Context: an optimization exercise on an open-source flow, tuned for small area, a short achievable clock period and few clock cycles per item. The choices shown serve that exercise and are no tape-out recipe.
In this exercise RTL edits were held to simulation tests only and were not proved equivalent to the original.
Power and IR drop assume default switching activity.

--- design.v ---
`default_nettype none
package hqc_pkg;
    localparam int N = 97;
    localparam int WEIGHT = 6;
    localparam int LOC_W = 7;
    localparam int IDX_W = 3;
    localparam int MSG_W = 8;
    localparam int REP = 12;
    localparam int WORD_W = 32;
    localparam int POLY_WORDS = 4;
    typedef logic [N-1:0] poly_t;
    typedef logic [LOC_W-1:0] loc_t;
    localparam logic [5:0] ADDR_CTRL = 6'd0;
    localparam logic [5:0] ADDR_H = 6'd1;
    localparam logic [5:0] ADDR_S = 6'd5;
    localparam logic [5:0] ADDR_R1 = 6'd9;
    localparam logic [5:0] ADDR_R2 = 6'd15;
    localparam logic [5:0] ADDR_E = 6'd21;
    localparam logic [5:0] ADDR_MSG = 6'd27;
    localparam logic [5:0] ADDR_U = 6'd28;
    localparam logic [5:0] ADDR_V = 6'd32;
    typedef enum logic {
        JOB_U,
        JOB_V
    } job_t;
    typedef enum logic [1:0] {
        SEQ_IDLE,
        SEQ_ISSUE_U,
        SEQ_ISSUE_V,
        SEQ_WAIT
    } seq_state_t;
endpackage
`default_nettype wire
`timescale 1ns/1ps
`default_nettype none
module hqc_encrypt (
    input  wire logic        clk,
    input  wire logic        rst,
    input  wire logic        wb_cyc,
    input  wire logic        wb_stb,
    input  wire logic        wb_we,
    input  wire logic [5:0]  wb_adr,
    input  wire logic [31:0] wb_dat_i,
    output logic [31:0]      wb_dat_o,
    output logic             wb_ack
);
    localparam int N = 97;
    logic [N-1:0] h_reg;
    logic [N-1:0] s_reg;
    logic [N-1:0] u_reg;
    logic [N-1:0] v_reg;
    logic [6:0]   r1_loc [6];
    logic [6:0]   r2_loc [6];
    logic [6:0]   e_loc [6];
    logic [7:0]   msg_reg;
    localparam int KA = 3;
    logic [3:0]   n;
    logic         started;
    logic         ph;
    logic [N-1:0] r_reg;
    logic [6-KA:0] amt_b;
    logic [6:0]   amt_a;
    logic access, wr, busy, go;
    logic [7:0]  dat_g;
    assign access = wb_cyc && wb_stb && !wb_ack;
    assign busy = (n != 4'd0);
    assign wr = access && wb_we && !busy;
    assign go = wr && (wb_adr == 6'd0) && wb_dat_i[0] && !rst;
    assign dat_g = wb_dat_i[7:0] & {8{!rst}};
    always_ff @(posedge clk) begin
        if (rst) wb_ack <= 1'b0;
        else wb_ack <= access;
    end
    logic [127:0] h_pad, s_pad, u_pad, v_pad;
    logic [3:0] h_ok, s_ok;
    logic [N-1:0] h_val, s_val;
    assign h_val = h_reg & {{1{h_ok[3]}}, {32{h_ok[2]}}, {32{h_ok[1]}}, {32{h_ok[0]}}};
    assign s_val = s_reg & {{1{s_ok[3]}}, {32{s_ok[2]}}, {32{s_ok[1]}}, {32{s_ok[0]}}};
    assign h_pad = {31'b0, h_val};
    assign s_pad = {31'b0, s_val};
    assign u_pad = {31'b0, u_reg};
    assign v_pad = {31'b0, v_reg};
    always_ff @(posedge clk) begin
        for (int k = 0; k < 3; k++) begin
            if (wr && wb_adr == 6'(1 + k)) h_reg[32*k +: 32] <= wb_dat_i;
            if (wr && wb_adr == 6'(5 + k)) s_reg[32*k +: 32] <= wb_dat_i;
        end
        if (wr && wb_adr == 6'd4) h_reg[96] <= wb_dat_i[0];
        if (wr && wb_adr == 6'd8) s_reg[96] <= wb_dat_i[0];
        for (int k = 0; k < 4; k++) begin
            if (rst) h_ok[k] <= 1'b0;
            else if (wr && wb_adr == 6'(1 + k)) h_ok[k] <= 1'b1;
            if (rst) s_ok[k] <= 1'b0;
            else if (wr && wb_adr == 6'(5 + k)) s_ok[k] <= 1'b1;
        end
        for (int j = 0; j < 6; j++) begin
            if (rst || (wr && wb_adr == 6'(9 + j)))  r1_loc[j] <= dat_g[6:0];
            if (rst || (wr && wb_adr == 6'(15 + j))) r2_loc[j] <= dat_g[6:0];
            if (rst || (wr && wb_adr == 6'(21 + j))) e_loc[j] <= dat_g[6:0];
        end
        if (rst || (wr && wb_adr == 6'd27)) msg_reg <= dat_g[7:0];
    end
    logic [31:0] rd_data;
    logic done_vis, busy_vis;
    assign done_vis = (n == 4'd0) ? started : (n >= 4'd10);
    assign busy_vis = busy && !(n >= 4'd10);
    logic [35:0] sel;
    always_comb begin
        for (int a = 0; a < 36; a++) sel[a] = (wb_adr == 6'(a));
    end
    always_comb begin
        rd_data = {30'b0, done_vis & sel[0], busy_vis & sel[0]};
        for (int k = 0; k < 4; k++) begin
            rd_data = rd_data | (h_pad[32*k +: 32] & {32{sel[1 + k]}});
            rd_data = rd_data | (s_pad[32*k +: 32] & {32{sel[5 + k]}});
            rd_data = rd_data | (u_pad[32*k +: 32] & {32{sel[28 + k]}});
            rd_data = rd_data | (v_pad[32*k +: 32] & {32{sel[32 + k]}});
        end
        for (int j = 0; j < 6; j++) begin
            rd_data[6:0] = rd_data[6:0] | (r1_loc[j] & {7{sel[9 + j]}});
            rd_data[6:0] = rd_data[6:0] | (r2_loc[j] & {7{sel[15 + j]}});
            rd_data[6:0] = rd_data[6:0] | (e_loc[j] & {7{sel[21 + j]}});
        end
        rd_data[7:0] = rd_data[7:0] | (msg_reg & {8{sel[27]}});
    end
    always_ff @(posedge clk) wb_dat_o <= rd_data;
    always_ff @(posedge clk) begin
        if (rst) begin
            n <= 4'd0;
            started <= 1'b0;
        end else if (go) begin
            n <= 4'd1;
            started <= 1'b1;
        end else if (busy) begin
            n <= (n == 4'd11) ? 4'd0 : n + 4'd1;
        end
    end
    logic [5:0] ja_busy;
    always_comb begin
        for (int j = 0; j < 6; j++) ja_busy[j] = ((n + 4'd2) >> 1) == 4'(j);
        ja_busy[0] = (n >= 4'd10);
    end
    logic [6:0] amt_nx, amt_busy;
    always_comb begin
        amt_busy = '0;
        for (int j = 0; j < 6; j++) amt_busy = amt_busy | (r2_loc[j] & {7{ja_busy[j]}});
        if (rst) amt_nx = '0;
        else if (busy) amt_nx = amt_busy;
        else if (wr && wb_adr == 6'd15) amt_nx = dat_g[6:0];
        else amt_nx = r2_loc[0];
        if (go) amt_nx = r2_loc[1];
    end
    always_ff @(posedge clk) amt_a <= amt_nx;
    always_ff @(posedge clk) begin
        if (rst) ph <= 1'b0;
        else ph <= !ph;
    end
    logic [3:0] sel_h, sel_s;
    always_ff @(posedge clk) begin
        for (int k = 0; k < 4; k++) begin
            sel_h[k] <= !rst && !ph && (h_ok[k] || (wr && wb_adr == 6'(1 + k)));
            sel_s[k] <= !rst && ph && (s_ok[k] || (wr && wb_adr == 6'(5 + k)));
        end
    end
    logic [N-1:0] in_a;
    logic [N-1:0] rot_a;
    always_comb begin
        for (int i = 0; i < N; i++) in_a[i] = (h_reg[i] & sel_h[i / 32] & !rst) | (s_reg[i] & sel_s[i / 32] & !rst);
    end
    logic [N-1:0] sa [KA+1];
    assign sa[0] = in_a;
    genvar k, i;
    generate
        for (k = 0; k < KA; k++) begin : g_sa
            for (i = 0; i < N; i++) begin : g_bit
                assign sa[k+1][i] = amt_a[k] ? sa[k][(i + N - ((1 << k) % N)) % N] : sa[k][i];
            end
        end
    endgenerate
    assign rot_a = sa[KA];
    logic nx_u;
    logic [6:0] loc_busy, loc_nx, loc_r;
    assign nx_u = !ph;
    always_comb begin
        loc_busy = '0;
        for (int j = 0; j < 6; j++) loc_busy = loc_busy | ((nx_u ? r1_loc[j] : e_loc[j]) & {7{ja_busy[j]}});
        if (rst) loc_nx = '0;
        else if (busy) loc_nx = loc_busy;
        else if (wr && wb_adr == (nx_u ? 6'd9 : 6'd21)) loc_nx = dat_g[6:0];
        else loc_nx = nx_u ? r1_loc[0] : e_loc[0];
        if (go) loc_nx = nx_u ? r1_loc[1] : e_loc[1];
    end
    always_ff @(posedge clk) loc_r <= loc_nx;
    logic [7:0] t_f;
    logic [6:0] fpos;
    logic [N-1:0] flip;
    assign t_f = {1'b0, loc_r} - {1'b0, amt_a[6:KA], 3'b000};
    assign fpos = t_f[7] ? 7'(t_f + 8'd97) : t_f[6:0];
    always_comb begin
        for (int b = 0; b < N; b++) flip[b] = rst ? (b == 0) : (fpos == 7'(b));
    end
    always_ff @(posedge clk) begin
        r_reg <= rot_a ^ flip;
        amt_b <= rst ? '0 : amt_a[6:KA];
    end
    logic [N-1:0] rot_b;
    logic [N-1:0] term;
    logic [N-1:0] sb [8-KA];
    assign sb[0] = r_reg;
    generate
        for (k = 0; k < 7 - KA; k++) begin : g_sb
            for (i = 0; i < N; i++) begin : g_bit
                assign sb[k+1][i] = amt_b[k] ? sb[k][(i + N - ((1 << (k + KA)) % N)) % N] : sb[k][i];
            end
        end
    endgenerate
    assign rot_b = sb[7-KA];
    assign term = rot_b;
    logic exec, add_u, add_v;
    logic [N-1:0] codeword;
    assign exec = go || busy;
    assign add_u = exec && !ph && !rst;
    assign add_v = exec && ph && !rst;
    always_comb begin
        codeword = '0;
        for (int b = 0; b < 96; b++) codeword[b] = msg_reg[b / 12];
    end
    always_ff @(posedge clk) begin
        u_reg <= (u_reg & {N{!rst && !go}}) ^ (term & {N{add_u}});
        v_reg <= (go ? codeword : (v_reg & {N{!rst}})) ^ (term & {N{add_v}});
    end
endmodule
`default_nettype wire
--- flow/run.sh ---
#!/bin/bash
# The standard layout (standard.sh: ORFS synthesis to finish), with one
# change: the port buffers that global placement inserts are buf_4 cells
# instead of the default delay buffer, which is slow on input and output paths.
set -uo pipefail
export BUFFER_PORTS_ARGS="-buffer_cell sky130_fd_sc_hd__buf_4"
bash standard.sh finish > flow_make.log 2>&1
--- standard.sh ---
#!/bin/bash
# synth_recipe.tcl (not shown) runs the flow's synth.tcl, then flattens the netlist and writes it again
# the make line also repeats each setting of config.mk as NAME=value (left out here)
make -C /OpenROAD-flow-scripts/flow DESIGN_CONFIG=/design/flow/config.mk WORK_HOME=/design/flow/orfs CLKGATE_MAP_FILE= SYNTH_SCRIPT=/design/flow/synth_recipe.tcl "${@:-finish}"
--- config.mk ---
export PLATFORM = sky130hd
export DESIGN_NAME = hqc_encrypt
export DESIGN_NICKNAME = hqc_encrypt
export VERILOG_FILES = /design/flow/design.v
export SDC_FILE = /design/flow/constraint.sdc
export NUM_CORES = 4
export LEC_CHECK = 0
export CAP_MARGIN = 30
export CORE_MARGIN = 2
export CORE_UTILIZATION = 40
export CTS_BUF_LIST = sky130_fd_sc_hd__clkbuf_8
export SETUP_SLACK_MARGIN = 4.2
export SLEW_MARGIN = 40
--- constraint.sdc ---
create_clock -name core_clock -period 7.0 [get_ports {clk}]
set_input_delay 1.4000 -clock core_clock [delete_from_list [all_inputs] [get_ports {clk}]]
set_output_delay 1.4000 -clock core_clock [all_outputs]
set_load 0.01 [all_outputs]
==> impl_metrics.tcl, run 1 <==
set metrics [dict create \
    ant_nets 0 \
    dpl_cell_area_sq_mm 0.0398 \
    yosysWarningCount 6 \
    synth_edf_count 328 \
    syn_area_per_cell_sq_um 10.3 \
    power_density_mw_per_mm2 350 \
    use_met3_pct 10.1 \
    cp.required_ns 7.68 \
    num_rows 112 \
    firstDrtPassIters 10 \
    setup_viol 0 \
    rsz0062_at_grt "yes" \
    critPathLaunch "sel_h[0]" \
    h-tree-depth 3 \
    grt.overflow.total 0 \
    ir_drop_mv 0.274 \
    ff2ff_setup_slack_ns 4.00 \
    yosysSeqAreaShare_pct 45.7 \
    p_leak_nw 14.5 \
    hold_slack_ns 0.473 \
    post-dp-hpwl_um 126000 \
    layoutNonFillerInstCount 5027 \
    fin_tns_setup_ns 0 \
    worst-path-max-fanout 28 \
    hold_violations 0 \
    grt_pass1_vias 30900 \
    routabilityCongestion 1.08 \
    syn_inst 3628 \
    hold_path.class "register to register" \
    met2_usage_pct 53.3 \
    route.detailed.drc 0 \
    end_kind "register" \
    max_cap_viol_count 0 \
    die_w_um 310 \
    r2r_start "sel_h[0]" \
    start_util_pct 40.3 \
    avgRoutedWirePerCell_um 35.7 \
    cts.sinks 692 \
    period_minus_slack_ns 3.00 \
    report.final.slew_viol_count 0 \
    vias 33500 \
    r2r_cells 6 \
    die_area_sq_mm 0.0961 \
    grt_max_degree 98 \
    fin_area_sq_mm 0.0442 \
    wl_um 179000 \
    tightest_slew_ns 1.04 \
    drtIter0Drc 5836 \
    clock_latency_ns 0.86 \
    grt_usage_pct 36.3 \
    cp-endpoint "r_reg[31]" \
    clk_pin_slew_ns 0.07 \
    crit_path_frequent_cell "a22oi_1" \
    grt_antenna_before_repair 8 \
    fmax_mhz 334 \
    fin_ws_ns 4.00 \
    final_nets 3717 \
    grt_pass1_wl_um 243000 \
    worst_ep_arrival_time_ns 3.68 \
    chipHeight_um 310 \
    cts_tree "done" \
    synth_fp_nets 3680 \
    rr_endpoint "r_reg[31]" \
    layout-drive-gt1-share_pct 23.8 \
    grtUsageMet1_pct 46.6 \
    top_usage_layer "met2" \
    clockRootBuffer "clkbuf_8" \
    status "finished clean" \
    ys_types 86 \
    place_inst 4739 \
    max_stage_delay_ns 0.80 \
    synth_ff_type "dfxtp_1" \
    start_kind "register" \
    ys_seq_elements 692 \
    finClkSkew_ns 0.0740 \
    dp_slack_ns 2.68 \
    crit_slowest_cell "a22oi_1" \
    areaGrowthSynthToFinish_pct 18.1 \
    post-route-period-util_pct 42.8 \
    viasPerCell 6.66 \
    slew_headroom_pct 30.6 \
    portBuffers 75 \
    criticalPathCategory "register to register" \
    cp_cell_sequence "buf_6, a22oi_1, o22ai_1, a22oi_1, o21ai_0, xnor2_1" \
    cts_buffers 117 \
    cts_buffer_depth 3 \
    synthArstFlopShare_pct 0 \
    boundaryPins 76 \
    mappedNetlistArea_sq_mm 0.0375 \
    core_area_sq_mm 0.0930 \
]
layer usage:
metal | vias up | part of all wire [%]
met1 | 16400 | 37
met2 | 2737 | 42
met3 | 560 | 13
met4 | 4 | 8.0
met5 | - | 0.013
li1 | 13800 | -
power breakdown:
part | switching [mW] | internal, mW
registers | 0.536 | 4.67
clock network | 1.88 | 2.38
logic | 3.93 | 2.10
total | 6.34 | 9.15
placed cells by master, fill, tap and decap left out, types with 10 or more instances in the layout:
cell type	n
edfxtp_1	328
nand2_2	11
a22oi_2	10
o31ai_2	19
nor3_1	111
nor2b_1	14
o21ai_1	15
nand4_1	16
a211oi_1	29
o22ai_1	51
inv_1	49
a22oi_1	287
clkbuf_8	135
mux2_2	79
a32o_1	14
nand2_1	279
a222oi_1	18
nand3_1	46
bufinv_16	16
xnor2_1	270
buf_4	155
nor2_1	344
clkinv_2	22
mux4_2	114
o21ai_0	102
mux2i_1	162
nor2_2	28
a21o_4	20
and3_1	14
nor2_4	51
buf_6	23
a22o_1	34
a21oi_1	146
a221oi_1	43
xor2_1	19
dfxtp_1	348
kinds of logic after synthesis:
| group | Yosys count | synth area share (%) |
|---|---|---|
| AOI/OAI and AO/OA | 935 | 17.5 |
| xor gates and xnor gates | 295 | 6.96 |
| adders and majority gates | 9 | 0.321 |
| buffers and inverters | 316 | 3.62 |
| DFF | 692 | 45.7 |
| muxes | 365 | 13.8 |
| and+or+nand+nor | 1016 | 12.0 |
metrics by stage:
stage                     utilization, %  power (mW)
after floorplan                        -        8.38
after detailed placement            42.8        10.1
final                               47.6        15.5
after global placement              42.6        10.1
after CTS                           46.9        14.9
after global routing                47.5        15.9
Yosys cell counts (28+ instances only):
cell        n  share of area [%]
a211oi_1   32               0.64
a21o_1     28               0.56
a21oi_1   161                2.2
a221oi_1   49                1.1
a22o_1     37               0.87
a22oi_1   297                6.0
buf_1      35               0.35
buf_2      72               0.96
clkbuf_1  173                1.7
dfxtp_1   364                 19
edfxtp_1  328                 26
mux2_2     80                2.4
mux2i_1   170                4.5
mux4_2    114                6.9
nand2_1   292                2.9
nand3_1    48               0.64
nor2_1    420                4.2
nor3_1    112                1.5
o21ai_0   121                1.6
o22ai_1    57               0.95
xnor2_1   272                6.4
timing repair:
action | 4_1_cts | 5_1_grt
buffers inserted | 27 | 17
endpoints found under the setup margin | 660 | 207
hold buffers | 0 | 0
pin swaps | 14 | 11
resized for setup | 149 | 97
gates cloned | 9 | 6
worst min path at each step:
stage	startpoint	slack [ns]	cells after the start	end
after floorplan	amt_a[5]	0.42	2	amt_b[2]
after detailed placement	amt_a[6]	0.43	2	amt_b[3]
after global placement	amt_a[6]	0.44	2	amt_b[3]
after CTS	amt_a[6]	0.45	2	amt_b[3]
final	u_reg[46]	0.47	2	u_reg[46]
after global routing	u_reg[46]	0.49	2	u_reg[46]
final cells by class:
| class | instances | area, sq um |
|---|---|---|
| Fill cell | 8690 | 48800 |
| Multi-Input combinational cell | 2625 | 20700 |
| Timing Repair Buffer | 208 | 2010 |
| Clock inverter | 86 | 867 |
| Sequential cell | 692 | 17200 |
| Inverter | 21 | 87.6 |
| Clock buffer | 135 | 1860 |
| Tap cell | 1254 | 1570 |
| Antenna cell | 6 | 15.0 |
worst max-delay path: cells and delay by family (launching register included):
kind,cells,cell delay (ns)
flip-flops,1,0.47
XOR/XNOR,1,0.24
AO/OA/AOI/OAI,4,1.74
buffers and inverters,1,0.29
Testbench counts, summed over its fixed seeds: cycles 6,720, jobs 96.
==> run 2, diff against run 1 <==
--- a/design.v
+++ b/design.v
@@ -47,8 +47,8 @@
     localparam int N = 97;
     logic [N-1:0] h_reg;
     logic [N-1:0] s_reg;
-    logic [N-1:0] u_reg;
-    logic [N-1:0] v_reg;
+    logic [N-1:0] acc_p;
+    logic [N-1:0] acc_q;
     logic [6:0]   r1_loc [6];
     logic [6:0]   r2_loc [6];
     logic [6:0]   e_loc [6];
@@ -60,6 +60,8 @@
     logic [N-1:0] r_reg;
     logic [6-KA:0] amt_b;
     logic [6:0]   amt_a;
+    logic [7:0]   loc_hi;
+    logic [15:0]  loc_lo;
     logic access, wr, busy, go;
     logic [7:0]  dat_g;
     assign access = wb_cyc && wb_stb && !wb_ack;
@@ -71,15 +73,15 @@
         if (rst) wb_ack <= 1'b0;
         else wb_ack <= access;
     end
-    logic [127:0] h_pad, s_pad, u_pad, v_pad;
+    logic [127:0] h_pad, s_pad, p_pad, q_pad;
     logic [3:0] h_ok, s_ok;
     logic [N-1:0] h_val, s_val;
     assign h_val = h_reg & {{1{h_ok[3]}}, {32{h_ok[2]}}, {32{h_ok[1]}}, {32{h_ok[0]}}};
     assign s_val = s_reg & {{1{s_ok[3]}}, {32{s_ok[2]}}, {32{s_ok[1]}}, {32{s_ok[0]}}};
     assign h_pad = {31'b0, h_val};
     assign s_pad = {31'b0, s_val};
-    assign u_pad = {31'b0, u_reg};
-    assign v_pad = {31'b0, v_reg};
+    assign p_pad = {31'b0, acc_p};
+    assign q_pad = {31'b0, acc_q};
     always_ff @(posedge clk) begin
         for (int k = 0; k < 3; k++) begin
             if (wr && wb_adr == 6'(1 + k)) h_reg[32*k +: 32] <= wb_dat_i;
@@ -113,8 +115,8 @@
         for (int k = 0; k < 4; k++) begin
             rd_data = rd_data | (h_pad[32*k +: 32] & {32{sel[1 + k]}});
             rd_data = rd_data | (s_pad[32*k +: 32] & {32{sel[5 + k]}});
-            rd_data = rd_data | (u_pad[32*k +: 32] & {32{sel[28 + k]}});
-            rd_data = rd_data | (v_pad[32*k +: 32] & {32{sel[32 + k]}});
+            rd_data = rd_data | (p_pad[32*k +: 32] & {32{(sel[28 + k] && ph) || (sel[32 + k] && !ph)}});
+            rd_data = rd_data | (q_pad[32*k +: 32] & {32{(sel[28 + k] && !ph) || (sel[32 + k] && ph)}});
         end
         for (int j = 0; j < 6; j++) begin
             rd_data[6:0] = rd_data[6:0] | (r1_loc[j] & {7{sel[9 + j]}});
@@ -135,11 +137,15 @@
             n <= (n == 4'd11) ? 4'd0 : n + 4'd1;
         end
     end
-    logic [5:0] ja_busy;
+    logic [5:0] ja_oh, ja_busy, ja_nx;
     always_comb begin
         for (int j = 0; j < 6; j++) ja_busy[j] = ((n + 4'd2) >> 1) == 4'(j);
         ja_busy[0] = (n >= 4'd10);
-    end
+        if (rst || !busy) ja_nx = 6'b000001;
+        else ja_nx = ja_busy;
+        if (go) ja_nx = 6'b000010;
+    end
+    always_ff @(posedge clk) ja_oh <= ja_nx;
     logic [6:0] amt_nx, amt_busy;
     always_comb begin
         amt_busy = '0;
@@ -178,33 +184,23 @@
         end
     endgenerate
     assign rot_a = sa[KA];
-    logic nx_u;
-    logic [6:0] loc_busy, loc_nx, loc_r;
-    assign nx_u = !ph;
-    always_comb begin
-        loc_busy = '0;
-        for (int j = 0; j < 6; j++) loc_busy = loc_busy | ((nx_u ? r1_loc[j] : e_loc[j]) & {7{ja_busy[j]}});
-        if (rst) loc_nx = '0;
-        else if (busy) loc_nx = loc_busy;
-        else if (wr && wb_adr == (nx_u ? 6'd9 : 6'd21)) loc_nx = dat_g[6:0];
-        else loc_nx = nx_u ? r1_loc[0] : e_loc[0];
-        if (go) loc_nx = nx_u ? r1_loc[1] : e_loc[1];
-    end
-    always_ff @(posedge clk) loc_r <= loc_nx;
-    logic [7:0] t_f;
-    logic [6:0] fpos;
+    logic [6:0] loc_a;
+    always_comb begin
+        loc_a = '0;
+        for (int j = 0; j < 6; j++) loc_a = loc_a | ((ph ? r1_loc[j] : e_loc[j]) & {7{ja_oh[j]}});
+    end
+    always_ff @(posedge clk) begin
+        r_reg <= rot_a;
+        amt_b <= amt_a[6:KA];
+        for (int b = 0; b < 8; b++) loc_hi[b] <= (rst && b == 0) || (!rst && loc_a[6:4] == 3'(b));
+        for (int b = 0; b < 16; b++) loc_lo[b] <= (rst && b == 0) || (!rst && loc_a[3:0] == 4'(b));
+    end
     logic [N-1:0] flip;
-    assign t_f = {1'b0, loc_r} - {1'b0, amt_a[6:KA], 3'b000};
-    assign fpos = t_f[7] ? 7'(t_f + 8'd97) : t_f[6:0];
-    always_comb begin
-        for (int b = 0; b < N; b++) flip[b] = rst ? (b == 0) : (fpos == 7'(b));
-    end
-    always_ff @(posedge clk) begin
-        r_reg <= rot_a ^ flip;
-        amt_b <= rst ? '0 : amt_a[6:KA];
-    end
     logic [N-1:0] rot_b;
     logic [N-1:0] term;
+    always_comb begin
+        for (int b = 0; b < N; b++) flip[b] = loc_hi[b / 16] && loc_lo[b % 16];
+    end
     logic [N-1:0] sb [8-KA];
     assign sb[0] = r_reg;
     generate
@@ -215,19 +211,18 @@
         end
     endgenerate
     assign rot_b = sb[7-KA];
-    assign term = rot_b;
-    logic exec, add_u, add_v;
+    assign term = rot_b ^ flip;
+    logic clr, add;
     logic [N-1:0] codeword;
-    assign exec = go || busy;
-    assign add_u = exec && !ph && !rst;
-    assign add_v = exec && ph && !rst;
+    assign clr = go || rst;
+    assign add = (go || busy) && !rst;
     always_comb begin
         codeword = '0;
         for (int b = 0; b < 96; b++) codeword[b] = msg_reg[b / 12];
     end
     always_ff @(posedge clk) begin
-        u_reg <= (u_reg & {N{!rst && !go}}) ^ (term & {N{add_u}});
-        v_reg <= (go ? codeword : (v_reg & {N{!rst}})) ^ (term & {N{add_v}});
+        acc_p <= ((acc_q & {N{!clr}}) | (codeword & {N{go && ph}})) ^ (term & {N{add}});
+        acc_q <= (acc_p & {N{!clr}}) | (codeword & {N{go && !ph}});
     end
 endmodule
 `default_nettype wire
==> run 2 against run 1 <==
  * Still clean on timing, DRC and antenna
  * Synthesized cell count decreased by 6.5%
  * Largest cell class unchanged
  * Clock power decreased by 5.4%
  * Critical path type is now primary input to register
  * Die area decreased by 2.6%
==> impl_metrics.tcl, run 2 <==
set metrics [dict create \
    status "finished clean" \
    worst_ep_arrival_time_ns 3.58 \
    cts.sinks 714 \
    chipHeight_um 306 \
    clock_latency_ns 0.79 \
    synth_fp_nets 3439 \
    layout-drive-gt1-share_pct 25.0 \
    areaGrowthSynthToFinish_pct 15.8 \
    worst-path-max-fanout 24 \
    grt_usage_pct 30.9 \
    rsz0062_at_grt "yes" \
    fin_area_sq_mm 0.0422 \
    cpLargestDelayFamily "simple AND/OR/NAND/NOR gates" \
    p_seq_share_pct 46.2 \
    num_rows 110 \
    clockRootBuffer "clkbuf_8" \
    cp.required_ns 7.65 \
    syn_inst 3393 \
    p_int_mw 7.39 \
    finClkSkew_ns 0.0706 \
    ys_types 75 \
    multi_input_area_sq_mm 0.0188 \
    max_cap_viol_count 0 \
    drtIter0Drc 4856 \
    cts_buffer_depth 3 \
    yosysSeqAreaShare_pct 48.2 \
    synthTopCellsByCount "nand2_1 (420), dfxtp_1 (386), edfxtp_1 (328)" \
    grt_antenna_before_repair 5 \
    crit_slowest_cell "a222oi_1" \
    synth_ff_type "dfxtp_1" \
    start_kind "primary input" \
    dpl_cell_area_sq_mm 0.0385 \
    die_area_sq_mm 0.0936 \
    crit_buf_inv 2 \
    synth_edf_count 328 \
    cts_buffers 120 \
    p_sw_mw 2.96 \
    routabilityCongestion 0.997 \
    combPwrFrac_pct 14.8 \
    cp_cell_sequence "buf_6, and3b_2, buf_4, and2_1, a222oi_1, and3_1, nand3_1" \
    clk_pin_slew_ns 0.06 \
    synth_top_cell_area_share_pct 27.0 \
    synthArstFlopShare_pct 0 \
    yosysWarningCount 6 \
    grt.overflow.total 0 \
    core_area_sq_mm 0.0901 \
    mostFrequentLayoutCell "nand2_1" \
    swShare_pct 28.6 \
    tightest_slew_ns 1.08 \
    grt_max_degree 114 \
    synthTopCellsByArea "edfxtp_1 (27%), dfxtp_1 (21%), mux2i_1 (8.7%)" \
    start_util_pct 40.5 \
    ant_nets 0 \
    grt_pass1_vias 27300 \
    fillers 8281 \
    syn_area_per_cell_sq_um 10.7 \
    yosysMostFrequentCell "nand2_1" \
    yosysTopAreaCell "edfxtp_1" \
    regArea_sq_mm 0.0176 \
    hold_violations 0 \
    firstDrtPassIters 6 \
    criticalPathCategory "primary input to register" \
    die_w_um 306 \
    post-dp-hpwl_um 106000 \
    clockPowerShare_pct 39.0 \
    cts_tree "done" \
    mappedNetlistArea_sq_mm 0.0365 \
    hold_path.class "register to register" \
    final_util_pct 46.9 \
    fmax_mhz 341 \
    report.final.slew_viol_count 0 \
    slew_headroom_pct 27.8 \
    max_stage_delay_ns 0.73 \
    ir_drop_mv 0.156 \
    p_leak_nw 14.5 \
    route.detailed.drc 0 \
    final_nets 3465 \
    viasPerCell 6.30 \
    wl_um 149000 \
    vias 29600 \
    ys_seq_elements 714 \
    end_kind "register" \
    post-route-period-util_pct 41.9 \
    power_density_mw_per_mm2 245 \
    boundaryPins 76 \
    setup_viol 0 \
    grt_pass1_wl_um 207000 \
    final_cell_mix "nand2_1 (401), dfxtp_1 (363), edfxtp_1 (328), mux2i_1 (313), a22oi_1 (253)" \
    avgRoutedWirePerCell_um 31.7 \
    h-tree-depth 3 \
    fin_tns_setup_ns 0 \
    portBuffers 75 \
    period_minus_slack_ns 2.93 \
]
[run 2: cell families (layout without fill, tap and decap cells)]
kind of cell	after synthesis	in the layout	synth area share, %
buffers and inverters	275	402	3.35
adders and majority gates	3	3	0.103
AOI/OAI and AO/OA	675	675	12.3
xor gates and xnor gates	194	194	4.66
DFF	714	714	48.2
muxes	569	569	19.7
and+or+nand+nor	963	964	11.7
other	0	2	0
[run 2: final cells by class]
type                       instances  area share [%]
antenna                            2          0.0118
multi-input combinational       2405            44.4
sequential                       714            41.7
timing repair buffer             171            4.09
clock buffer                     146            4.76
tap                             1176            3.48
inverter                           7          0.0622
clock inverter                    78            1.42
[run 2: worst paths after layout]
path,startpoint,endpoint,slack (ns),cells past startpoint
worst min register to register,amt_a[5],amt_b[2],0.33,0
worst max-delay path,wb_adr[1],wb_dat_o[2],4.07,7
worst min-delay path,amt_a[5],amt_b[2],0.33,0
worst max register to register,ph,loc_lo[4],4.20,6
[run 2: power groups by stage]
stage	Combinational [mW]	Sequential, mW	Clock, mW
finish	1.53	4.78	4.04
global route	1.59	4.78	4.27
CTS	1.36	4.83	4.08
global placement	1.23	4.94	0
floorplan	1.22	4.63	0
detailed placement	1.23	4.94	0
[run 2: layer usage]
metal,global-route usage (%),vias up,wire length (um)
met3,8.27,315,18400
met4,12.1,2,5870
met2,44.6,2025,62700
met5,0,-,10
met1,44.0,14600,62100
li1,-,12600,-
[run 2: worst reg2reg max path: cells and delay by family, from the launching register on]
kind / cells / cell delay (ns)
flip-flops: 1 / 0.58
AO/OA/AOI/OAI: 1 / 0.38
AND/OR/NAND/NOR: 3 / 1.02
multiplexers: 1 / 0.41
buffers and inverters: 1 / 0.32
[run 2: repair_timing]
item / in CTS / in global routing
setup buffers: 20 / 22
pin swaps: 6 / 4
hold buffers: 0 / 0
endpoints found under the setup margin: 579 / 414
gates resized for setup: 96 / 33
cloned: 3 / 0
[run 2: metrics by stage]
stage	instances	setup WS, ns	hold WS, ns	power [mW]
global placement	4424	2.53	0.312	6.17
finish	4699	4.07	0.329	10.4
floorplan	3393	3.91	0.310	5.84
detailed placement	4426	2.80	0.323	6.18
CTS	4673	4.12	0.329	10.3
global route	4699	4.10	0.348	10.6
Testbench counts of run 2, summed over its fixed seeds: cycles 6,720, jobs 96.
==> run 3, diff against run 2 <==
--- a/config.mk
+++ b/config.mk
@@ -8,6 +8,7 @@
 export CAP_MARGIN = 30
 export CORE_MARGIN = 2
 export CORE_UTILIZATION = 40
-export CTS_BUF_LIST = sky130_fd_sc_hd__clkbuf_8
+export CTS_CLUSTER_DIAMETER = 70
+export CTS_CLUSTER_SIZE = 20
 export SETUP_SLACK_MARGIN = 4.2
 export SLEW_MARGIN = 40
==> run 3 against run 2 <==
  * Combinational power hardly changed
  * Area after synthesis stayed put
  * Core utilization is 0.79 points lower
  * Largest cell class unchanged
  * Hold slack better by 0.0030 ns
  * Synthesized cell count stayed put
  * Non-clock buffer count is 17 higher
  * First-iteration DRC count is 2.4% higher
  * Largest power group unchanged
==> impl_metrics.tcl, run 3 <==
set metrics [dict create \
    status "finished clean" \
    report.final.slew_viol_count 0 \
    num_rows 110 \
    finClkSkew_ns 0.0440 \
    crit_buf_inv 2 \
    worst-path-max-fanout 24 \
    p_leak_nw 14.0 \
    chipHeight_um 306 \
    synthTopCellsByCount "nand2_1 (420), dfxtp_1 (386), edfxtp_1 (328)" \
    r2r_cells 6 \
    post-dp-hpwl_um 106000 \
    die_area_sq_mm 0.0936 \
    routabilityCongestion 0.997 \
    clock_latency_ns 0.66 \
    h-tree-depth 2 \
    drtIter0Drc 4972 \
    tightest_slew_ns 1.05 \
    synth-xor-area-share_pct 4.66 \
    fin_tns_setup_ns 0 \
    synth_top_family_by_area "multiplexers" \
    crit_slowest_cell "a222oi_1" \
    r2r_start "ph" \
    syn_inst 3393 \
    boundaryPins 76 \
    worst_ep_arrival_time_ns 3.45 \
    slew_headroom_pct 30.1 \
    cts.sinks 714 \
    synth_edf_count 328 \
    final_cell_mix "nand2_1 (401), dfxtp_1 (368), edfxtp_1 (328), mux2i_1 (313), a22oi_1 (249)" \
    die_w_um 306 \
    end_kind "register" \
    criticalPathCategory "primary input to register" \
    rsz0062_at_grt "no" \
    viasPerCell 6.38 \
    syn_area_per_cell_sq_um 10.7 \
    start_kind "primary input" \
    mostFrequentLayoutCell "nand2_1" \
    hold_violations 0 \
    grt_antenna_before_repair 4 \
    synth_ff_type "dfxtp_1" \
    synthTopCellsByArea "edfxtp_1 (27%), dfxtp_1 (21%), mux2i_1 (8.7%)" \
    synthArstFlopShare_pct 0 \
    synth_fp_nets 3439 \
    max_cap_viol_count 0 \
    whs_path_depth 0 \
    cpLargestDelayFamily "simple AND/OR/NAND/NOR gates" \
    core_area_sq_mm 0.0901 \
    rr_endpoint "loc_lo[8]" \
    synth_top_cell_area_share_pct 27.0 \
    start_util_pct 40.5 \
    grt_pass1_vias 26800 \
    period_minus_slack_ns 2.90 \
    min_from "amt_a[5]" \
    yosysTopAreaCell "edfxtp_1" \
    final_nets 3411 \
    firstDrtPassIters 8 \
    fmax_mhz 344 \
    grt_usage_pct 30.6 \
    hold_path_end "amt_b[2]" \
    regArea_sq_mm 0.0176 \
    muxShareOfSynthArea_pct 19.7 \
    grt.overflow.total 0 \
    ys_seq_elements 714 \
    wl_um 148000 \
    hold_path.class "register to register" \
    layout-drive-gt1-share_pct 23.7 \
    power_density_mw_per_mm2 228 \
    ant_nets 0 \
    setup_viol 0 \
    fillers 8272 \
    max_stage_delay_ns 0.78 \
    cts_buffer_depth 3 \
    post-route-period-util_pct 41.5 \
    grt_pass1_wl_um 206000 \
    multi_input_area_sq_mm 0.0188 \
    yosysSeqAreaShare_pct 48.2 \
    final_util_pct 46.1 \
    ys_types 75 \
    cts_tree "done" \
    avgRoutedWirePerCell_um 32.3 \
    clockRootBuffer "clkbuf_16" \
    mappedNetlistArea_sq_mm 0.0365 \
    yosysMostFrequentCell "nand2_1" \
    cp_cell_sequence "buf_16, and3b_4, buf_4, and2_2, a222oi_1, and3_1, nand3_1" \
    areaGrowthSynthToFinish_pct 13.9 \
    clk_pin_slew_ns 0.10 \
    vias 29200 \
    yosysWarningCount 6 \
    synth-simple-area-share_pct 11.7 \
    ff2ff_setup_slack_ns 4.19 \
    cp.required_ns 7.54 \
    route.detailed.drc 0 \
    synth-adder-area-share_pct 0.103 \
    grt_max_degree 114 \
    synth_compound_area_share_pct 12.3 \
    portBuffers 75 \
    ir_drop_mv 0.205 \
    cts_buffers 49 \
]
-- run 3: cell counts after synthesis --
Identical to the previous run, type by type.
-- run 3: cell families after synthesis --
family / count (synthesis)
AO/OA/AOI/OAI: 675
XOR/XNOR: 194
adder cells (fa/ha/maj): 3
buffers and inverters: 275
flip-flops: 714
multiplexers: 569
AND/OR/NAND/NOR: 963
-- run 3: power breakdown --
part	switching, mW	internal, mW	leakage [nW]
combinational	0.897	0.658	6.99
sequential	0.281	4.49	6.16
clock	1.61	1.52	0.807
-- run 3: cell type report --
type	count	share of cell area, %
clock buffers	68	3.35
flip-flops and latches	714	42.4
clock inverters	21	0.648
diodes	2	0.0121
multi-input cells	2405	45.2
inverters	7	0.0633
well taps	1176	3.54
repair buffers	188	4.74
-- run 3: per-stage QoR --
| stage | worst slack [ns] | hold WS [ns] | area, sq um | total power, mW | std cells |
|---|---|---|---|---|---|
| 3_5_place_dp | 2.80 | 0.323 | 38500 | 6.18 | 4426 |
| 4_1_cts | 4.11 | 0.335 | 41000 | 9.35 | 4550 |
| 3_3_place_gp | 2.53 | 0.312 | 38400 | 6.17 | 4424 |
| 5_1_grt | 4.20 | 0.351 | 41500 | 9.67 | 4580 |
| 2_1_floorplan | 3.91 | 0.310 | 37500 | 5.84 | 3393 |
| 6_report | 4.10 | 0.332 | 41500 | 9.45 | 4581 |
-- run 3: repair_timing --
| action | 4_1_cts | 5_1_grt |
|---|---|---|
| hold buffers | 0 | 0 |
| gates cloned | 3 | 0 |
| gates resized for setup | 101 | 51 |
| setup endpoints to repair | 609 | 347 |
| setup buffers | 32 | 26 |
| pin swaps | 10 | 8 |
-- run 3: worst max path at each step --
stage | start | to | slack, ns | depth (start not counted)
2_1_floorplan | wb_adr[5] | s_reg[0] | 3.91 | 5
3_3_place_gp | wb_adr[1] | wb_dat_o[2] | 2.53 | 7
3_5_place_dp | wb_adr[1] | acc_p[19] | 2.80 | 8
4_1_cts | wb_adr[3] | wb_dat_o[1] | 4.11 | 7
5_1_grt | wb_cyc | h_reg[18] | 4.20 | 7
6_report | wb_adr[1] | wb_dat_o[2] | 4.10 | 7
-- run 3: per-layer routing --
layer  up-vias  track usage (%)  wire length (um)
li1      12500                -                 -
met2      2006             44.6             62400
met3       289             8.22             19100
met4         2             10.8              5680
met1     14400             43.7             60500
met5         -                0                12
==> run 4, diff against run 3 <==
--- a/config.mk
+++ b/config.mk
@@ -10,5 +10,5 @@
 export CORE_UTILIZATION = 40
 export CTS_CLUSTER_DIAMETER = 70
 export CTS_CLUSTER_SIZE = 20
-export SETUP_SLACK_MARGIN = 4.2
+export SETUP_SLACK_MARGIN = 4.35
 export SLEW_MARGIN = 40
==> run 4 against run 3 <==
  * Still clean on timing, DRC and antenna
  * Sequential power about the same
  * Clock-buffer cell count shrank 5
  * Cell area increased by 3.6%
  * Synthesized cell count unchanged
  * Hold slack improved by 0.020 ns
  * Clock power grew 2%
  * Critical path depth grew 2
  * Via count increased by 2.6%
  * Wire length up 4.4%
  * Clock skew fell by 0.014 ns
  * Non-clock buffer count up 63
  * Fmax grew 4.1%
  * Largest power group unchanged
==> impl_metrics.tcl, run 4 <==
set metrics [dict create \
    period_minus_slack_ns 2.79 \
    grt_max_degree 94 \
    h-tree-depth 2 \
    criticalPathCategory "primary input to register" \
    chipHeight_um 306 \
    vias 30000 \
    die_w_um 306 \
    grt_pass1_wl_um 213000 \
    r2r_start "amt_b[2]" \
    grt_pass1_vias 27600 \
    fin_tns_setup_ns 0 \
    ir_drop_mv 0.207 \
    num_rows 110 \
    hold_path_end "amt_b[2]" \
    yosysSeqAreaShare_pct 48.2 \
    mappedNetlistArea_sq_mm 0.0365 \
    max_cap_viol_count 0 \
    p_int_mw 6.72 \
    cts_buffers 50 \
    cts.sinks 714 \
    hold_violations 0 \
    synthTopCellsByArea "edfxtp_1 (27%), dfxtp_1 (21%), mux2i_1 (8.7%)" \
    combPwrFrac_pct 17.4 \
    grt_usage_pct 31.8 \
    worst-path-max-fanout 8 \
    route.detailed.drc 0 \
    synth_fp_nets 3439 \
    cp.required_ns 7.51 \
    final_cell_mix "nand2_1 (398), dfxtp_1 (362), edfxtp_1 (328), mux2i_1 (309), a22oi_1 (246)" \
    die_area_sq_mm 0.0936 \
    status "finished clean" \
    post-route-period-util_pct 39.8 \
    critPathLaunch "wb_adr[0]" \
    yosysTopAreaCell "edfxtp_1" \
    layout-drive-gt1-share_pct 27.1 \
    slew_headroom_pct 36.9 \
    fillers 8134 \
    mostFrequentLayoutCell "nand2_1" \
    ant_nets 0 \
    wl_um 154000 \
    final_nets 3478 \
    setup_viol 0 \
    end_kind "register" \
    r2r_cells 7 \
    fmax_mhz 359 \
    post-dp-hpwl_um 107000 \
    crit_slowest_cell "a222oi_1" \
    clk_pin_slew_ns 0.09 \
    report.final.slew_viol_count 0 \
    dpl_cell_area_sq_mm 0.0387 \
    hold_path.class "register to register" \
    avgRoutedWirePerCell_um 33.2 \
    cts_buffer_depth 3 \
    grt_antenna_before_repair 8 \
    clockPowerShare_pct 33.1 \
    ys_seq_elements 714 \
    synthArstFlopShare_pct 0 \
    syn_inst 3393 \
    start_util_pct 40.5 \
    fin_area_sq_mm 0.0430 \
    firstDrtPassIters 6 \
    power_density_mw_per_mm2 224 \
    tightest_slew_ns 0.940 \
    synth_edf_count 328 \
    fin_ws_ns 4.21 \
    portBuffers 75 \
    worst_ep_arrival_time_ns 3.30 \
    max_stage_delay_ns 0.75 \
    ff2ff_setup_slack_ns 4.32 \
    swShare_pct 30.1 \
    drtIter0Drc 4768 \
    start_kind "primary input" \
    finClkSkew_ns 0.0305 \
    rr_endpoint "acc_p[68]" \
    boundaryPins 76 \
    rsz0062_at_grt "yes" \
    synthTopCellsByCount "nand2_1 (420), dfxtp_1 (386), edfxtp_1 (328)" \
    cp_cell_sequence "buf_16, buf_16, buf_12, nand2b_4, buf_4, nor2_2, a222oi_1, and3_1, nand3_1" \
    areaGrowthSynthToFinish_pct 18.0 \
    yosysWarningCount 6 \
    syn_area_per_cell_sq_um 10.7 \
    clockRootBuffer "clkbuf_16" \
    crit_path_frequent_cell "buf_16" \
    core_area_sq_mm 0.0901 \
    p_leak_nw 14.6 \
    p_sw_mw 2.89 \
    p_seq_share_pct 49.5 \
    routabilityCongestion 1.01 \
    yosysMostFrequentCell "nand2_1" \
    ys_types 75 \
    dp_slack_ns 2.82 \
    whs_path_depth 0 \
    viasPerCell 6.45 \
    min_from "amt_a[5]" \
    synth_ff_type "dfxtp_1" \
    clock_latency_ns 0.66 \
    cts_tree "done" \
    grt.overflow.total 0 \
    synth_top_cell_area_share_pct 27.0 \
]
run 4: critical path: cells and delay by family:
kind	cells	cell delay, ns
compound gates	1	0.75
simple gates	4	0.61
buf+inv	4	0.53
run 4: power groups by stage:
stage / logic (mW) / registers (mW) / clock network [mW]
2_1_floorplan: 1.24 / 4.63 / 0
3_3_place_gp: 1.25 / 4.93 / 0
3_5_place_dp: 1.26 / 4.93 / 0
4_1_cts: 1.58 / 4.74 / 3.18
5_1_grt: 1.73 / 4.76 / 3.34
6_report: 1.67 / 4.76 / 3.19
run 4: how the worst max path moves through the flow:
stage                         to  slack [ns]
global route         wb_dat_o[2]        4.23
CTS                 wb_dat_o[23]        4.35
global placement     wb_dat_o[0]        2.65
detailed placement     acc_p[78]        2.82
floorplan               s_reg[0]        3.91
finish               wb_dat_o[2]        4.21
run 4: final cells by class:
class	count	area, sq um	share of cell area (%)
timing repair buffer	251	2980	6.93
multi-input combinational	2408	19200	44.7
tap	1176	1470	3.42
antenna	2	5.00	0.0116
clock buffer	63	1340	3.12
sequential	714	17600	41.0
clock inverter	28	342	0.794
inverter	7	30.0	0.0698
run 4: repair_timing:
item	4_1_cts	5_1_grt
resized for setup	156	88
pin swaps	25	20
hold buffers	0	0
setup buffers	82	30
gates cloned	12	7
setup endpoints to repair	688	349
run 4: layer usage:
layer  global-route usage [%]  part of all wire (%)  up-vias
met4                     13.1                   5.1        6
met3                     9.32                    13      381
li1                         -                     -    12600
met1                     44.0                    40    14800
met5                        0                 0.026        -
met2                     46.3                    42     2170
run 4: per-stage QoR:
step	util, %	power [mW]	instances	hold WS, ns
finish	47.7	9.62	4649	0.352
global route	47.7	9.82	4647	0.354
CTS	46.8	9.50	4610	0.346
detailed placement	42.9	6.19	4425	0.333
global placement	42.8	6.18	4424	0.330
floorplan	-	5.86	3393	0.310
run 4: logic make-up after synthesis:
kind of cell	after synthesis	share of synthesized area [%]
compound gates	675	12.3
xor+xnor	194	4.66
fa+ha+maj	3	0.103
buf+inv	275	3.35
flops	714	48.2
mux	569	19.7
simple gates	963	11.7
==> run 5, diff against run 4 <==
--- a/design.v
+++ b/design.v
@@ -60,8 +60,7 @@
     logic [N-1:0] r_reg;
     logic [6-KA:0] amt_b;
     logic [6:0]   amt_a;
-    logic [7:0]   loc_hi;
-    logic [15:0]  loc_lo;
+    logic [6:0]   loc_b;
     logic access, wr, busy, go;
     logic [7:0]  dat_g;
     assign access = wb_cyc && wb_stb && !wb_ack;
@@ -192,14 +191,13 @@
     always_ff @(posedge clk) begin
         r_reg <= rot_a;
         amt_b <= amt_a[6:KA];
-        for (int b = 0; b < 8; b++) loc_hi[b] <= (rst && b == 0) || (!rst && loc_a[6:4] == 3'(b));
-        for (int b = 0; b < 16; b++) loc_lo[b] <= (rst && b == 0) || (!rst && loc_a[3:0] == 4'(b));
+        loc_b <= rst ? 7'd0 : loc_a;
     end
     logic [N-1:0] flip;
     logic [N-1:0] rot_b;
     logic [N-1:0] term;
     always_comb begin
-        for (int b = 0; b < N; b++) flip[b] = loc_hi[b / 16] && loc_lo[b % 16];
+        for (int b = 0; b < N; b++) flip[b] = (loc_b == 7'(b));
     end
     logic [N-1:0] sb [8-KA];
     assign sb[0] = r_reg;
--- a/config.mk
+++ b/config.mk
@@ -10,5 +10,5 @@
 export CORE_UTILIZATION = 40
 export CTS_CLUSTER_DIAMETER = 70
 export CTS_CLUSTER_SIZE = 20
-export SETUP_SLACK_MARGIN = 4.35
+export SETUP_SLACK_MARGIN = 4.2
 export SLEW_MARGIN = 40
==> run 5 against run 4 <==
  * Core utilization decreased by 1.9 points
  * Sequential cell count decreased by 16
  * Worst setup slack got worse by 0.10 ns
  * Global-route usage decreased by 0.51 points
  * Sequential power decreased by 4.6%
  * Non-clock buffer count decreased by 63
  * Highest routed layer unchanged
==> impl_metrics.tcl, run 5 <==
set metrics [dict create \
    status "finished clean" \
    syn_area_per_cell_sq_um 10.7 \
    num_rows 110 \
    max_cap_viol_count 0 \
    ant_nets 0 \
    dpl_cell_area_sq_mm 0.0381 \
    vias 29600 \
    synth_edf_count 328 \
    areaGrowthSynthToFinish_pct 13.5 \
    crit_buf_inv 2 \
    yosysTopAreaCell "edfxtp_1" \
    mappedNetlistArea_sq_mm 0.0364 \
    synthArstFlopShare_pct 0 \
    rr_endpoint "acc_p[85]" \
    fin_area_sq_mm 0.0413 \
    r2r_start "amt_b[3]" \
    synthTopCellsByArea "edfxtp_1 (27%), dfxtp_1 (20%), mux2_2 (7.2%)" \
    synth_top_cell_area_share_pct 27.1 \
    portBuffers 75 \
    cts_buffer_depth 3 \
    boundaryPins 76 \
    whs_path_depth 0 \
    power_density_mw_per_mm2 211 \
    routabilityCongestion 0.982 \
    grt_usage_pct 31.3 \
    wl_um 152000 \
    yosysMostFrequentCell "nand2_1" \
    final_cell_mix "nand2_1 (429), dfxtp_1 (355), edfxtp_1 (328), a22oi_1 (282), a21oi_1 (264)" \
    post-dp-hpwl_um 109000 \
    postCtsHoldBufs 0 \
    clock_latency_ns 0.66 \
    cts_buffers 48 \
    viasPerCell 6.47 \
    cts_tree "done" \
    core_area_sq_mm 0.0901 \
    hold_path.class "register to register" \
    ys_types 72 \
    die_area_sq_mm 0.0934 \
    yosysWarningCount 6 \
    die_w_um 306 \
    post-route-period-util_pct 41.3 \
    start_util_pct 40.4 \
    synth_ff_type "dfxtp_1" \
    tightest_slew_ns 0.963 \
    synth_fp_nets 3437 \
    finClkSkew_ns 0.0396 \
    layout-drive-gt1-share_pct 24.2 \
    dp_slack_ns 2.59 \
    grt_max_degree 105 \
    report.final.slew_viol_count 0 \
    slew_headroom_pct 35.8 \
    grt_antenna_before_repair 13 \
    setup_viol 0 \
    clk_pin_slew_ns 0.09 \
    min_from "amt_a[5]" \
    mostFrequentLayoutCell "nand2_1" \
    max_stage_delay_ns 0.67 \
    yosysSeqAreaShare_pct 47.4 \
    avgRoutedWirePerCell_um 33.3 \
    worst_ep_arrival_time_ns 3.47 \
    period_minus_slack_ns 2.89 \
    grt_pass1_wl_um 210000 \
    ir_drop_mv 0.192 \
    cpLargestDelayFamily "simple AND/OR/NAND/NOR gates" \
    drtIter0Drc 4997 \
    fmax_mhz 346 \
    h-tree-depth 2 \
    criticalPathCategory "primary input to register" \
    ys_seq_elements 698 \
    power_mw 8.69 \
    ff2ff_setup_slack_ns 4.27 \
    hold_path_end "amt_b[2]" \
    cts.sinks 698 \
    syn_inst 3391 \
    route.detailed.drc 0 \
    final_nets 3403 \
    rsz0062_at_grt "yes" \
    start_kind "primary input" \
    worst-path-max-fanout 30 \
    clockRootBuffer "clkbuf_16" \
    crit_slowest_cell "or4b_2" \
    cp_cell_sequence "buf_4, or4b_2, buf_4, a21oi_1, a21oi_1, nand4_1" \
    cp.required_ns 7.58 \
    fin_tns_setup_ns 0 \
    chipHeight_um 306 \
    fin_ws_ns 4.11 \
    p_leak_nw 13.9 \
    end_kind "register" \
    firstDrtPassIters 6 \
    grt.overflow.total 0 \
    r2r_cells 5 \
    hold_violations 0 \
    hold_slack_ns 0.329 \
    grt_pass1_vias 27100 \
    synthTopCellsByCount "nand2_1 (441), dfxtp_1 (370), edfxtp_1 (328)" \
]
==> run 5: cell count changes after synthesis, moves of 21 or more <==
cell | before | now
mux2_2 | 146 | 234
nand2_1 | 420 | 441
a22oi_1 | 263 | 291
xor2_1 | 97 | 158
nor2_2 | 27 | 0
xnor2_1 | 97 | 31
a21oi_1 | 276 | 302
nor2_1 | 273 | 212
mux2i_1 | 317 | 194
==> run 5: power breakdown <==
part	switching, mW	internal [mW]	leakage (nW)	total [mW]
Clock	1.60	1.50	0.814	3.10
Combinational	0.626	0.423	7.01	1.05
Sequential	0.174	4.37	6.03	4.54
==> run 5: cell type report <==
type                    count  area [sq um]
clock inverters            22           282
repair buffers            188          1970
diodes                      3          7.51
inverters                   8          31.3
well taps                1176          1470
clock buffers              67          1360
fillers                  8328         48800
flip-flops and latches    698         17300
multi-input cells        2413         18900
==> run 5: worst max-delay path by stage <==
stage                         start           end  cells after the start
after floorplan           wb_adr[4]     s_reg[64]                      4
after global placement    wb_adr[1]   wb_dat_o[6]                      7
after detailed placement  wb_adr[1]   wb_dat_o[6]                      7
after CTS                 wb_adr[3]  wb_dat_o[28]                      9
after global routing      wb_adr[5]     acc_q[24]                     12
final                     wb_adr[3]  wb_dat_o[16]                      6
==> run 5: kinds of logic after synthesis <==
family | count (synthesis) | share of synthesized area (%)
and+or+nand+nor | 916 | 11.0
AOI/OAI and AO/OA | 746 | 13.5
DFF | 698 | 47.4
muxes | 549 | 19.8
buffers and inverters | 284 | 3.28
xor gates and xnor gates | 195 | 4.82
adders and majority gates | 3 | 0.103
==> run 5: stage by stage <==
step | cells | utilization, %
final | 4575 | 45.8
after global routing | 4572 | 45.8
after CTS | 4534 | 44.9
after detailed placement | 4418 | 42.3
after global placement | 4416 | 42.2
after floorplan | 3391 | -
==> run 5: metal layers <==
metal,vias up,GRT usage [%],part of all wire (%)
met4,10,12.3,4.4
li1,12600,-,-
met1,14600,44.6,41
met5,-,0,0.042
met2,2048,45.5,42
met3,319,7.58,12
==> run 5: timing repair <==
action                     4_1_cts  5_1_grt
gates cloned                     5        6
buffers inserted                22       26
pin swaps                       10       13
setup endpoints to repair      674      406
resized for setup              102       76
Testbench counts of run 5, summed over its fixed seeds: cycles 6,720, jobs 96.
==> run 6, diff against run 5 <==
--- a/config.mk
+++ b/config.mk
@@ -10,5 +10,5 @@
 export CORE_UTILIZATION = 40
 export CTS_CLUSTER_DIAMETER = 70
 export CTS_CLUSTER_SIZE = 20
-export SETUP_SLACK_MARGIN = 4.2
+export SETUP_SLACK_MARGIN = 4.35
 export SLEW_MARGIN = 40
==> run 6 against run 5 <==
  * Die area unchanged
  * Sequential power hardly changed
  * Fmax increased by 4.1%
  * Synthesized cell count is the same
  * Critical path type unchanged
  * Register-to-register slack better by 0.11 ns
  * Sequential share of layout area is 1.6 points lower
  * First-iteration DRC count fell by 5.2%
  * Core utilization up 1.8 points
==> impl_metrics.tcl, run 6 <==
set metrics [dict create \
    status "finished clean" \
    yosysMostFrequentCell "nand2_1" \
    cts.sinks 698 \
    swShare_pct 28.0 \
    synth_top_family_by_area "multiplexers" \
    max_stage_delay_ns 0.65 \
    hold_slack_ns 0.328 \
    p_leak_nw 14.6 \
    clockPowerShare_pct 34.7 \
    cpLargestDelayFamily "compound AO/OA/AOI/OAI gates" \
    cp_cell_sequence "buf_16, nor2b_4, buf_6, a22o_4, a32oi_2, nand4_1, a2111oi_4, nand3_2" \
    fmax_mhz 360 \
    firstDrtPassIters 6 \
    boundaryPins 76 \
    start_kind "primary input" \
    max_cap_viol_count 0 \
    synthTopCellsByArea "edfxtp_1 (27%), dfxtp_1 (20%), mux2_2 (7.2%)" \
    cp.required_ns 7.48 \
    report.final.slew_viol_count 0 \
    ys_types 72 \
    dp_slack_ns 2.50 \
    synth-xor-area-share_pct 4.82 \
    rsz0062_at_grt "yes" \
    worst-path-max-fanout 11 \
    period_minus_slack_ns 2.78 \
    grt.overflow.total 0 \
    chipHeight_um 306 \
    ant_nets 0 \
    finClkSkew_ns 0.0459 \
    yosysWarningCount 6 \
    wl_um 152000 \
    grt_max_degree 102 \
    yosysTopAreaCell "edfxtp_1" \
    areaGrowthSynthToFinish_pct 18.1 \
    muxShareOfSynthArea_pct 19.8 \
    viasPerCell 6.44 \
    vias 30000 \
    drtIter0Drc 4739 \
    ir_drop_mv 0.235 \
    clk_pin_slew_ns 0.09 \
    crit_buf_inv 2 \
    layout-drive-gt1-share_pct 30.1 \
    route.detailed.drc 0 \
    routabilityCongestion 1.02 \
    cts_buffers 48 \
    synth_fp_nets 3437 \
    final_nets 3483 \
    yosysSeqAreaShare_pct 47.4 \
    multi_input_area_sq_mm 0.0196 \
    setup_viol 0 \
    h-tree-depth 2 \
    synth-adder-area-share_pct 0.103 \
    p_sw_mw 2.44 \
    start_util_pct 40.4 \
    postCtsHoldBufs 0 \
    clockRootBuffer "clkbuf_16" \
    cts_buffer_depth 3 \
    synthTopCellsByCount "nand2_1 (441), dfxtp_1 (370), edfxtp_1 (328)" \
    fillers 8116 \
    syn_area_per_cell_sq_um 10.7 \
    hold_path.class "register to register" \
    regArea_sq_mm 0.0173 \
    portBuffers 75 \
    crit_slowest_cell "a2111oi_4" \
    grt_pass1_wl_um 209000 \
    criticalPathCategory "primary input to register" \
    ys_seq_elements 698 \
    clock_latency_ns 0.66 \
    synth_edf_count 328 \
    final_cell_mix "nand2_1 (404), dfxtp_1 (350), edfxtp_1 (328), a22oi_1 (279), mux2_2 (233)" \
    slew_headroom_pct 35.8 \
    num_rows 110 \
    synth_top_cell_area_share_pct 27.1 \
    cts_tree "done" \
    die_w_um 306 \
    combPwrFrac_pct 13.2 \
    mostFrequentLayoutCell "nand2_1" \
    grt_antenna_before_repair 4 \
    synth_compound_area_share_pct 13.5 \
    synth_ff_type "dfxtp_1" \
    power_density_mw_per_mm2 203 \
    core_area_sq_mm 0.0901 \
    synthArstFlopShare_pct 0 \
    die_area_sq_mm 0.0934 \
    end_kind "register" \
    avgRoutedWirePerCell_um 32.7 \
    grt_pass1_vias 27400 \
    tightest_slew_ns 0.963 \
    syn_inst 3391 \
    grt_usage_pct 31.1 \
    post-dp-hpwl_um 106000 \
    mappedNetlistArea_sq_mm 0.0364 \
    fin_ws_ns 4.22 \
    worst_ep_arrival_time_ns 3.26 \
    hold_violations 0 \
    fin_tns_setup_ns 0 \
    synth-simple-area-share_pct 11.0 \
    p_seq_share_pct 52.2 \
    post-route-period-util_pct 39.7 \
    p_int_mw 6.27 \
]
run 6: logic make-up (layout without fill, tap and decap cells):
kind of cell / after synthesis / count (layout)
multiplexers: 549 / 554
other: 0 / 3
AND/OR/NAND/NOR: 916 / 920
XOR/XNOR: 195 / 195
buffers and inverters: 284 / 357
adder cells (fa/ha/maj): 3 / 3
flip-flops: 698 / 698
AO/OA/AOI/OAI: 746 / 746
run 6: power groups by stage:
| stage | Sequential [mW] | Combinational, mW | Clock [mW] |
|---|---|---|---|
| after floorplan | 4.50 | 0.782 | 0 |
| after global placement | 4.70 | 0.833 | 0 |
| after detailed placement | 4.66 | 0.892 | 0 |
| after CTS | 4.54 | 1.06 | 3.03 |
| after global routing | 4.56 | 1.19 | 3.18 |
| final | 4.55 | 1.15 | 3.02 |
run 6: repair_timing:
item,in CTS,in global routing
setup buffers,77,35
pin swaps,33,22
resized for setup,172,63
gates cloned,18,8
endpoints found under the setup margin,678,338
run 6: per-layer routing:
metal	track usage [%]	share of wire (%)
met2	44.5	42
met3	8.69	13
met1	44.1	40
met5	0	0.10
met4	12.5	4.8
run 6: cell type report:
class | instances | share of cell area, %
clock inverters | 22 | 0.565
inverters | 8 | 0.0757
diodes | 3 | 0.0175
clock buffers | 64 | 3.14
flip-flops and latches | 698 | 40.3
multi-input cells | 2418 | 45.6
well taps | 1176 | 3.43
repair buffers | 263 | 6.87
run 6: worst paths after layout:
| kind | from | endpoint | slack (ns) | depth (start not counted) |
|---|---|---|---|---|
| setup / recovery | wb_adr[0] | wb_dat_o[6] | 4.22 | 8 |
| hold reg to reg | amt_a[6] | amt_b[3] | 0.33 | 0 |
| hold / removal | amt_a[6] | amt_b[3] | 0.33 | 0 |
| setup reg to reg | amt_b[1] | acc_p[6] | 4.38 | 8 |
run 6: per-stage QoR:
step,cells,instance area [sq um],utilization (%),power (mW)
floorplan,3391,37700,-,5.28
global placement,4417,38600,42.8,5.53
detailed placement,4424,38700,43.0,5.55
CTS,4605,42200,46.8,8.63
global route,4649,43000,47.6,8.92
finish,4652,43000,47.7,8.72
==> run 7, diff against run 6 <==
--- a/config.mk
+++ b/config.mk
@@ -10,5 +10,5 @@
 export CORE_UTILIZATION = 40
 export CTS_CLUSTER_DIAMETER = 70
 export CTS_CLUSTER_SIZE = 20
-export SETUP_SLACK_MARGIN = 4.35
+export SETUP_SLACK_MARGIN = 4.45
 export SLEW_MARGIN = 40
==> run 7 against run 6 <==
  * Still clean on timing, DRC and antenna
  * Combinational power increased by 3%
  * Synthesized cell count did not move
  * Global-route usage fell by 0.35 points
  * Clock skew increased by 0.0089 ns
  * Worst setup slack better by 0.035 ns
==> impl_metrics.tcl, run 7 <==
set metrics [dict create \
    h-tree-depth 2 \
    tightest_slew_ns 0.998 \
    slew_headroom_pct 33.4 \
    setup_viol 0 \
    grt.overflow.total 0 \
    p_leak_nw 14.8 \
    cp.required_ns 7.49 \
    fmax_mhz 365 \
    hold_violations 0 \
    synth_fp_nets 3437 \
    ir_drop_mv 0.216 \
    viasPerCell 6.48 \
    dpl_cell_area_sq_mm 0.0387 \
    start_util_pct 40.4 \
    yosysSeqAreaShare_pct 47.4 \
    cp_cell_sequence "buf_16, buf_4, nand2b_4, buf_12, nor2_4, a22oi_1, nand4_1, a2111oi_4, nand2_1" \
    hold_slack_ns 0.340 \
    ant_nets 0 \
    synth_ff_type "dfxtp_1" \
    final_nets 3497 \
    grt_pass1_wl_um 207000 \
    synthArstFlopShare_pct 0 \
    post-dp-hpwl_um 103000 \
    status "finished clean" \
    areaGrowthSynthToFinish_pct 20.2 \
    clk_pin_slew_ns 0.09 \
    fin_area_sq_mm 0.0437 \
    core_area_sq_mm 0.0901 \
    power_density_mw_per_mm2 198 \
    crit_slowest_cell "a2111oi_4" \
    yosysMostFrequentCell "nand2_1" \
    synth_top_cell_area_share_pct 27.1 \
    report.final.slew_viol_count 0 \
    period_minus_slack_ns 2.74 \
    portBuffers 75 \
    clockRootBuffer "clkbuf_16" \
    layout-drive-gt1-share_pct 31.9 \
    post-route-period-util_pct 39.2 \
    start_kind "primary input" \
    wl_um 153000 \
    ys_seq_elements 698 \
    cts.sinks 698 \
    ys_types 72 \
    grt_pass1_vias 27300 \
    worst-path-max-fanout 7 \
    num_rows 110 \
    cts_buffer_depth 3 \
    cts_buffers 46 \
    die_w_um 306 \
    synthTopCellsByArea "edfxtp_1 (27%), dfxtp_1 (20%), mux2_2 (7.2%)" \
    vias 30200 \
    yosysWarningCount 6 \
    syn_area_per_cell_sq_um 10.7 \
    ff2ff_setup_slack_ns 4.40 \
    route.detailed.drc 0 \
    fin_tns_setup_ns 0 \
    clock_latency_ns 0.67 \
    drtIter0Drc 4845 \
    final_cell_mix "nand2_1 (401), dfxtp_1 (341), edfxtp_1 (328), a22oi_1 (274), mux2_2 (229)" \
    finClkSkew_ns 0.0547 \
    criticalPathCategory "primary input to register" \
    end_kind "register" \
    yosysTopAreaCell "edfxtp_1" \
    routabilityCongestion 0.976 \
    grt_max_degree 101 \
    boundaryPins 76 \
    synth_edf_count 328 \
    grt_usage_pct 30.7 \
    synthTopCellsByCount "nand2_1 (441), dfxtp_1 (370), edfxtp_1 (328)" \
    grt_antenna_before_repair 8 \
    mostFrequentLayoutCell "nand2_1" \
    dp_slack_ns 2.33 \
    rsz0062_at_grt "yes" \
    fin_ws_ns 4.26 \
    avgRoutedWirePerCell_um 32.9 \
    firstDrtPassIters 6 \
    syn_inst 3391 \
    worst_ep_arrival_time_ns 3.23 \
    chipHeight_um 306 \
    cts_tree "done" \
    power_mw 8.66 \
    mappedNetlistArea_sq_mm 0.0364 \
    hold_path.class "register to register" \
    max_cap_viol_count 0 \
    die_area_sq_mm 0.0934 \
    max_stage_delay_ns 0.49 \
]
[run 7: cell count changes in the layout (fill, tap and decap cells not counted), sizes merged]
cell,before,now
clkinv,11,4
clkbuf,70,75
nand2,448,452
buf,252,255
nor2b,17,20
bufbuf,5,7
bufinv,0,2
clkinvlp,2,0
diode,3,5
and3b,5,4
or2,8,9
[run 7: report_power, final]
group	internal [mW]	switching (mW)
Clock	1.36	1.55
Combinational	0.512	0.679
Sequential	4.37	0.186
Total	6.25	2.41
[run 7: stage by stage]
step           cells  util (%)
2_1_floorplan   3391         -
3_3_place_gp    4413      42.7
3_5_place_dp    4417      42.9
4_1_cts         4603      47.1
5_1_grt         4659      48.5
6_report        4664      48.5
[run 7: per-layer routing]
layer	vias up	routed length [um]	global-route usage (%)
met5	-	196	1.19
met4	8	6350	9.60
met3	333	20300	7.83
met2	2209	64300	44.5
met1	15000	62300	44.7
li1	12700	-	-
[run 7: path summary, 6_finish.rpt]
check | to | cells past startpoint | start
worst max-delay path | wb_dat_o[3] | 9 | wb_adr[1]
worst min-delay path | amt_b[3] | 0 | amt_a[6]
worst max register to register | wb_dat_o[3] | 6 | ph
worst min register to register | amt_b[3] | 0 | amt_a[6]
[run 7: layout make-up]
| cell class | count | area, sq um |
|---|---|---|
| Clock buffer | 65 | 1270 |
| Multi-Input combinational cell | 2425 | 20100 |
| Sequential cell | 698 | 17300 |
| Inverter | 8 | 35.0 |
| Tap cell | 1176 | 1470 |
| Clock inverter | 15 | 209 |
| Fill cell | 8052 | 46400 |
| Antenna cell | 5 | 12.5 |
| Timing Repair Buffer | 272 | 3300 |
[run 7: cell families (layout without fill, tap and decap cells)]
family,after synthesis,count (layout),synth area share (%)
and+or+nand+nor,916,927,11.0
AOI/OAI and AO/OA,746,746,13.5
DFF,698,698,47.4
muxes,549,554,19.8
buffers and inverters,284,360,3.28
xor gates and xnor gates,195,195,4.82
adders and majority gates,3,3,0.103
other,0,5,0
[run 7: critical path, delay by kind of cell]
family / cells / cell delay, ns
AND/OR/NAND/NOR: 4 / 0.59
buffers and inverters: 3 / 0.41
AO/OA/AOI/OAI: 2 / 0.81
[run 7: what timing repair did]
action | CTS | global route
setup buffers | 85 | 37
setup endpoints to repair | 743 | 399
hold buffers | 0 | 0
gates cloned | 21 | 19
hold endpoints to repair | 0 | 0
pin swaps | 45 | 45
resized for setup | 239 | 108

## re-timing with driven ports
How much do the figures lean on ideal ports? The routed layouts below were timed once more, with nothing changed but the port constraints.
Step 1, drivers: a clkbuf_16 drives clk and a buf_2 each remaining input, both assumed.
Step 2 adds t to the input delays and takes it off the output delays; t is the mean of the earliest and latest rising clock arrival at the registers after step 1. Input paths then give back, and output paths get back, about the clock's delay inside the block.
Three values: ideal, step 1, step 2; two values: the first two.
run	shift t [ns]	slack for setup (ns)	worst hold slack (ns)	cell pins on the clock port's net
run 1	0.886	4.002 / 4.002 / 3.266	0.473 / 0.473 / 0.473	1
run 2	0.819	4.067 / 4.047 / 3.228	0.329 / 0.329 / 0.329	1
run 3	0.707	4.096 / 4.071 / 3.364	0.332 / 0.332 / 0.332	1
run 4	0.716	4.211 / 4.059 / 3.343	0.352 / 0.352 / 0.352	1
run 5	0.710	4.111 / 4.118 / 3.408	0.329 / 0.329 / 0.329	1
run 6	0.708	4.224 / 4.050 / 3.342	0.328 / 0.328 / 0.328	1
run 7	0.712	4.258 / 4.128 / 3.417	0.340 / 0.340 / 0.340	1
After both steps setup and hold are still met in every run listed. The setup slack of run 6, which loses most, moves by -0.174 ns with the drivers and by -0.882 ns with both steps.
